Background: an optimization exercise with open tools, aiming at small area. Do not read the settings as production practice. The clock port is modelled as an ideal driver; clocking choices that lean on that would not hold on a real chip. Power and IR drop assume default switching activity.

// eqPath
module eqPath (
    input  logic      S_AXI_ACLK,
    input  logic      S_AXI_ARESETN,
    input  logic      hostWr,
    input  eqPathPkg::hostAddr_t hostAddr,
    input  eqPathPkg::hostData_t hostData,
    input  logic      ADC_SDO,
    output logic      ADC_SCK,
    output logic      ADC_SDI,
    output logic      ADC_CONV_CS,
    output logic      DAC_SCK,
    output logic      DAC_SDI,
    output logic      DAC_CONV_CS
);
    localparam logic [8:0] CNT_RST = 9'd297;
    logic [8:0] cnt;
    logic       tag;     
    logic adcWin, adcSck, adcSdi0, adcSdi1, dacWin, dacSck, dataWin, dacOne, dacTag, gainLoad, sampleEn, mulWin, step0, ph0, phHigh, phOdd, ph1, ph0b, satCap, dataMsb, jump0, jump1;
    assign adcWin   = (cnt[8] && cnt[6]);
    assign adcSck   = (cnt[8] && cnt[6] && cnt[1]);
    assign adcSdi0  = (cnt[8] && cnt[6] && !cnt[5] && !cnt[4] && !cnt[3] && !cnt[2]);
    assign adcSdi1  = (cnt[8] && cnt[6] && !cnt[5] && !cnt[4] && !cnt[3] && cnt[2]);
    assign dacWin   = (!cnt[8] && !cnt[7]);
    assign dacSck   = (!cnt[8] && !cnt[7] && cnt[1]);
    assign dataWin  = (!cnt[8] && !cnt[7] && cnt[6]);
    assign dacOne   = (!cnt[8] && !cnt[7] && !cnt[4] && cnt[3]);
    assign dacTag   = (!cnt[8] && !cnt[7] && cnt[4] && cnt[3] && cnt[2]);
    assign gainLoad = (cnt[8] && !cnt[6] && cnt[5]) || (!cnt[8] && !cnt[6] && !cnt[5] && !cnt[4] && !cnt[3] && !cnt[2] && !cnt[1] && cnt[0]);
    assign sampleEn = (!cnt[7] && !cnt[1] && cnt[0]);
    assign mulWin   = (cnt[8]);
    assign step0    = (cnt[8] && cnt[6] && !cnt[5] && !cnt[4] && !cnt[3] && !cnt[1]) || (cnt[8] && cnt[6] && !cnt[5] && !cnt[4] && !cnt[3] && !cnt[2]);
    assign ph0      = (!cnt[8] && !cnt[1] && !cnt[0]) || (cnt[8] && cnt[1] && !cnt[0]);
  ...
Size in the first run: ~51 I/O pins, roughly 3700 um^2 of cells after synthesis.
==> module eqPath, before the edit <==
module eqPath (
    input  logic      S_AXI_ACLK,
    input  logic      S_AXI_ARESETN,
    input  logic      hostWr,
    input  eqPathPkg::hostAddr_t hostAddr,
    input  eqPathPkg::hostData_t hostData,
    input  logic      ADC_SDO,
    output logic      ADC_SCK,
    output logic      ADC_SDI,
    output logic      ADC_CONV_CS,
    output logic      DAC_SCK,
    output logic      DAC_SDI,
    output logic      DAC_CONV_CS
);
    localparam logic [8:0] CNT_RST = 9'd297;
    logic [8:0] cnt;
    logic       tag;     
    logic adcWin, adcSck, adcSdi0, adcSdi1, dacWin, dacSck, dataWin, dacOne, dacTag, gainLoad, sampleEn, mulWin, step0, ph0, phHigh, phOdd, ph1, ph0b, satCap, dataMsb, jump0, jump1;
    assign adcWin   = (cnt[8] && cnt[6]);
    assign adcSck   = (cnt[8] && cnt[6] && cnt[1]);
    assign adcSdi0  = (cnt[8] && cnt[6] && !cnt[5] && !cnt[4] && !cnt[3] && !cnt[2]);
    assign adcSdi1  = (cnt[8] && cnt[6] && !cnt[5] && !cnt[4] && !cnt[3] && cnt[2]);
    assign dacWin   = (!cnt[8] && !cnt[7]);
    assign dacSck   = (!cnt[8] && !cnt[7] && cnt[1]);
    assign dataWin  = (!cnt[8] && !cnt[7] && cnt[6]);
    assign dacOne   = (!cnt[8] && !cnt[7] && !cnt[4] && cnt[3]);
    assign dacTag   = (!cnt[8] && !cnt[7] && cnt[4] && cnt[3] && cnt[2]);
    assign gainLoad = (cnt[8] && !cnt[6] && cnt[5]) || (!cnt[8] && !cnt[6] && !cnt[5] && !cnt[4] && !cnt[3] && !cnt[2] && !cnt[1] && cnt[0]);
    assign sampleEn = (!cnt[7] && !cnt[1] && cnt[0]);
    assign mulWin   = (cnt[8]);
    assign step0    = (cnt[8] && cnt[6] && !cnt[5] && !cnt[4] && !cnt[3] && !cnt[1]) || (cnt[8] && cnt[6] && !cnt[5] && !cnt[4] && !cnt[3] && !cnt[2]);
    assign ph0      = (!cnt[8] && !cnt[1] && !cnt[0]) || (cnt[8] && cnt[1] && !cnt[0]);
    assign phHigh   = (!cnt[1]);
    assign phOdd    = (cnt[0]);
    assign ph1      = (cnt[1]);
    assign ph0b     = (cnt[0]);
    assign satCap   = (!cnt[6] && !cnt[4] && !cnt[3] && !cnt[2] && !cnt[1] && !cnt[0]);
    assign dataMsb  = (!cnt[5] && !cnt[4] && !cnt[3] && !cnt[2]);
    assign jump0    = (cnt[8] && cnt[7] && cnt[0]);
    assign jump1    = (cnt[8] && !cnt[6] && cnt[3] && cnt[0]);
    always_ff @(posedge S_AXI_ACLK) begin
        if (!S_AXI_ARESETN) begin
            cnt <= CNT_RST;
            tag <= 1'b0;
        end else begin
            cnt <= jump0 ? 9'd32 : (jump1 ? 9'd320 : (cnt + 9'd1));
            if (jump0) tag <= ~tag;
        end
    end
    logic [15:0] staged0, staged1;
    logic        hit0, hit1;
    logic        written0, written1;
    assign hit0 = hostWr && (hostAddr[3:0] == 4'hC) && !hostAddr[4];
    assign hit1 = hostWr && (hostAddr[3:0] == 4'hC) &&  hostAddr[4];
    always_ff @(posedge S_AXI_ACLK) begin
        if (hit0) staged0 <= hostData[15:0];
        if (hit1) staged1 <= hostData[15:0];
        written0 <= S_AXI_ARESETN && (written0 || hit0);
        written1 <= S_AXI_ARESETN && (written1 || hit1);
    end
    logic [15:0] gainSwapN;
    logic        load0, load1, loadUnity;
    assign load0     = gainLoad && tag && written0;
    assign load1     = gainLoad && !tag && written1;
    assign loadUnity = gainLoad && !(tag ? written0 : written1);
    logic [15:0] loadValN;
    assign loadValN = ~((staged0 & {16{load0}}) | (staged1 & {16{load1}})
                        | (16'h4000 & {16{loadUnity}}));
    always_ff @(posedge S_AXI_ACLK) begin
        gainSwapN <= loadValN & ({gainSwapN[7:0], gainSwapN[15:8]} | {16{gainLoad}});
    end
    logic [15:0] gainSwap;
    assign gainSwap = ~gainSwapN;
    logic adcBit;
    always_ff @(posedge S_AXI_ACLK) begin
        if (sampleEn) adcBit <= ADC_SDO;
    end
    logic [31:0] p;
    logic        carry;              
    logic        shiftIn;            
    logic        addOn, subOn;
    logic [7:0]  gainByte, addend, byteIn;
    logic [8:0]  byteSum;
    logic        gainSign;
    assign gainSign = phOdd ? gainSwap[7] : gainSwap[15];
    assign gainByte = phHigh ? {8{gainSign}} : gainSwap[7:0];
    assign addOn    = mulWin && !step0 && adcBit;
    assign subOn    = step0 && !adcBit;
    assign addend   = (gainByte & {8{addOn}}) | (~gainByte & {8{subOn}});
    assign byteIn   = {p[6:0], ph0 ? (p[31] && !mulWin) : shiftIn} & {8{!step0}};
    logic [8:0] c;
    assign c[0] = ph0 ? subOn : carry;
    for (genvar i = 0; i < 8; i++) begin : g_add
        assign byteSum[i] = byteIn[i] ^ addend[i] ^ c[i];
        assign c[i+1]     = (byteIn[i] & addend[i]) | (c[i] & (byteIn[i] ^ addend[i]));
    end
    assign byteSum[8] = c[8];
    always_ff @(posedge S_AXI_ACLK) begin
        p       <= {byteSum[7:0], p[31:8]};
        carry   <= byteSum[8];
        shiftIn <= p[7];
    end
    logic satOn, satNeg;
    always_ff @(posedge S_AXI_ACLK) begin
        if (satCap) begin
            satOn  <= !((p[31] == p[30]) && (p[30] == p[29]));
            satNeg <= p[31];
        end
    end
    logic       pBit;
    logic       dataBit;
    always_comb begin
        case ({ph1, ph0b})
            2'd0:    pBit = p[5];
            2'd1:    pBit = p[30];
            2'd2:    pBit = p[22];
            default: pBit = p[14];
        endcase
    end
    assign dataBit = satOn ? !satNeg : (pBit ^ dataMsb);
    assign ADC_CONV_CS = !adcWin;
    assign ADC_SCK     = adcSck;
    assign ADC_SDI     = adcSdi0 || (adcSdi1 && tag);
    assign DAC_CONV_CS = !dacWin;
    assign DAC_SCK     = dacSck;
    assign DAC_SDI     = dataWin ? dataBit : (dacOne || (dacTag && tag));
endmodule
clock: 10.0 ns
lec_check: 0
cap_margin: 20
core_margin: 2
core_utilization: 65
slew_margin: 20
standard.sh (not shown) runs the stock make flow with config.mk's settings and CLKGATE_MAP_FILE= SYNTH_SCRIPT=/design/flow/synth_recipe.tcl, a recipe that flattens the netlist after the stock synthesis.
==> flow/flow/run.sh <==
#!/bin/bash
# The standard ORFS layout (standard.sh) with these changes:
# - the smallest buffer (buf_1) on the ports,
# - a clock tree of clkbuf_8 without dummy loads, whose buffers post_cts.tcl
#   then downsizes where the clock pins keep their slew,
# - power recovery (downsizing of cells with slack), after which
#   post_grt.tcl repairs any slew or capacitance violation it left.
# make's full output goes to make.log; ORFS keeps each step's log in orfs/logs.
set -euo pipefail
F="$PWD/flow"
bash standard.sh \
  "BUFFER_PORTS_ARGS=-buffer_cell sky130_fd_sc_hd__buf_1" \
  "CTS_ARGS=-sink_clustering_enable -repair_clock_nets -buf_list sky130_fd_sc_hd__clkbuf_8 -dont_use_dummy_load" \
  "POST_CTS_TCL=$F/post_cts.tcl" \
  RECOVER_POWER=100 \
  "POST_GLOBAL_ROUTE_TCL=$F/post_grt.tcl" \
  finish > make.log 2>&1
Other scripts of this flow, unchanged in this note and not shown: flow/flow/post_cts.tcl, flow/flow/post_grt.tcl
Then changed:
--- a/flow/design.v
+++ b/flow/design.v
@@ -32,40 +32,40 @@
     output logic      DAC_SCK,
     output logic      DAC_SDI,
     output logic      DAC_CONV_CS
 );
-    localparam logic [8:0] CNT_RST = 9'd297;
+    localparam logic [8:0] CNT_RST = 9'd281;
     logic [8:0] cnt;
     logic       tag;     
     logic adcWin, adcSck, adcSdi0, adcSdi1, dacWin, dacSck, dataWin, dacOne, dacTag, gainLoad, sampleEn, mulWin, step0, ph0, phHigh, phOdd, ph1, ph0b, satCap, dataMsb, jump0, jump1;
-    assign adcWin   = (cnt[8] && cnt[6]);
-    assign adcSck   = (cnt[8] && cnt[6] && cnt[1]);
-    assign adcSdi0  = (cnt[8] && cnt[6] && !cnt[5] && !cnt[4] && !cnt[3] && !cnt[2]);
-    assign adcSdi1  = (cnt[8] && cnt[6] && !cnt[5] && !cnt[4] && !cnt[3] && cnt[2]);
+    assign adcWin   = (cnt[8] && cnt[7] && !cnt[6]);
+    assign adcSck   = (cnt[8] && cnt[7] && cnt[1]);
+    assign adcSdi0  = (cnt[8] && cnt[7] && !cnt[6] && !cnt[5] && !cnt[4] && !cnt[3] && !cnt[2]);
+    assign adcSdi1  = (cnt[8] && cnt[7] && !cnt[5] && !cnt[4] && !cnt[3] && cnt[2]);
     assign dacWin   = (!cnt[8] && !cnt[7]);
     assign dacSck   = (!cnt[8] && !cnt[7] && cnt[1]);
-    assign dataWin  = (!cnt[8] && !cnt[7] && cnt[6]);
+    assign dataWin  = (!cnt[7] && cnt[6]);
     assign dacOne   = (!cnt[8] && !cnt[7] && !cnt[4] && cnt[3]);
-    assign dacTag   = (!cnt[8] && !cnt[7] && cnt[4] && cnt[3] && cnt[2]);
-    assign gainLoad = (cnt[8] && !cnt[6] && cnt[5]) || (!cnt[8] && !cnt[6] && !cnt[5] && !cnt[4] && !cnt[3] && !cnt[2] && !cnt[1] && cnt[0]);
-    assign sampleEn = (!cnt[7] && !cnt[1] && cnt[0]);
-    assign mulWin   = (cnt[8]);
-    assign step0    = (cnt[8] && cnt[6] && !cnt[5] && !cnt[4] && !cnt[3] && !cnt[1]) || (cnt[8] && cnt[6] && !cnt[5] && !cnt[4] && !cnt[3] && !cnt[2]);
-    assign ph0      = (!cnt[8] && !cnt[1] && !cnt[0]) || (cnt[8] && cnt[1] && !cnt[0]);
+    assign dacTag   = (!cnt[7] && cnt[4] && cnt[3] && cnt[2]);
+    assign gainLoad = (cnt[8] && !cnt[7] && cnt[4]) || (!cnt[8] && !cnt[6] && !cnt[5] && !cnt[4] && !cnt[3] && !cnt[2] && !cnt[1] && cnt[0]);
+    assign sampleEn = (!cnt[6] && !cnt[1] && cnt[0]);
+    assign mulWin   = (cnt[7]);
+    assign step0    = (!cnt[6] && !cnt[5] && !cnt[4] && !cnt[3] && !cnt[1]) || (!cnt[6] && !cnt[5] && !cnt[4] && !cnt[3] && !cnt[2]);
+    assign ph0      = (!cnt[8] && !cnt[1] && !cnt[0]) || (cnt[7] && cnt[1] && !cnt[0]);
     assign phHigh   = (!cnt[1]);
     assign phOdd    = (cnt[0]);
     assign ph1      = (cnt[1]);
     assign ph0b     = (cnt[0]);
     assign satCap   = (!cnt[6] && !cnt[4] && !cnt[3] && !cnt[2] && !cnt[1] && !cnt[0]);
     assign dataMsb  = (!cnt[5] && !cnt[4] && !cnt[3] && !cnt[2]);
-    assign jump0    = (cnt[8] && cnt[7] && cnt[0]);
-    assign jump1    = (cnt[8] && !cnt[6] && cnt[3] && cnt[0]);
+    assign jump0    = (cnt[8] && cnt[6] && cnt[0]);
+    assign jump1    = (cnt[8] && !cnt[7] && cnt[3] && cnt[0]);
     always_ff @(posedge S_AXI_ACLK) begin
         if (!S_AXI_ARESETN) begin
             cnt <= CNT_RST;
             tag <= 1'b0;
         end else begin
-            cnt <= jump0 ? 9'd32 : (jump1 ? 9'd320 : (cnt + 9'd1));
+            cnt <= jump0 ? 9'd32 : (jump1 ? 9'd384 : (cnt + 9'd1));
             if (jump0) tag <= ~tag;
         end
     end
     logic [15:0] staged0, staged1;
After rerunning: Die area barely changes. Wire length came out higher by a few percent. Sequential power is about the same. Worst setup slack gets better by 260 ps. Critical path depth stays the same. Clock-buffer cell count stays the same. Final cell count came out higher by a few percent. Non-clock buffer count stays the same. Combinational power came out higher by a few percent. Utilization came out lower by 0.46 points. Design area came out lower slightly.
No run of this note included a check of the RTL's function; only the layout flow was run.

[afterwards: timing with drivers on the ports]
The results above use ideal ports. As a check the final layouts listed here were re-extracted and re-timed, cells and wires unchanged.
Step 1, drivers: a clkbuf_16 drives S_AXI_ACLK and a buf_2 each remaining input, both assumed.
Step 2 moves the port delays by t, midway between the first and last clock arrival at a register: inputs arrive t later, outputs are due t later. That takes back most of the time a late clock gives input paths.
Slacks: no drivers / after step 1 / after step 2; pairs: no drivers / after step 1.
run	t, ns	slack for setup (ns)	worst setup path at the end	slew at the worst register clock pin (ns)
the first run	0.532	4.898 / 4.898 / 4.898	register to register	0.11 / 0.11
the second run	0.535	5.162 / 5.162 / 5.162	register to register	0.10 / 0.10
After both steps every run listed still meets setup and hold.
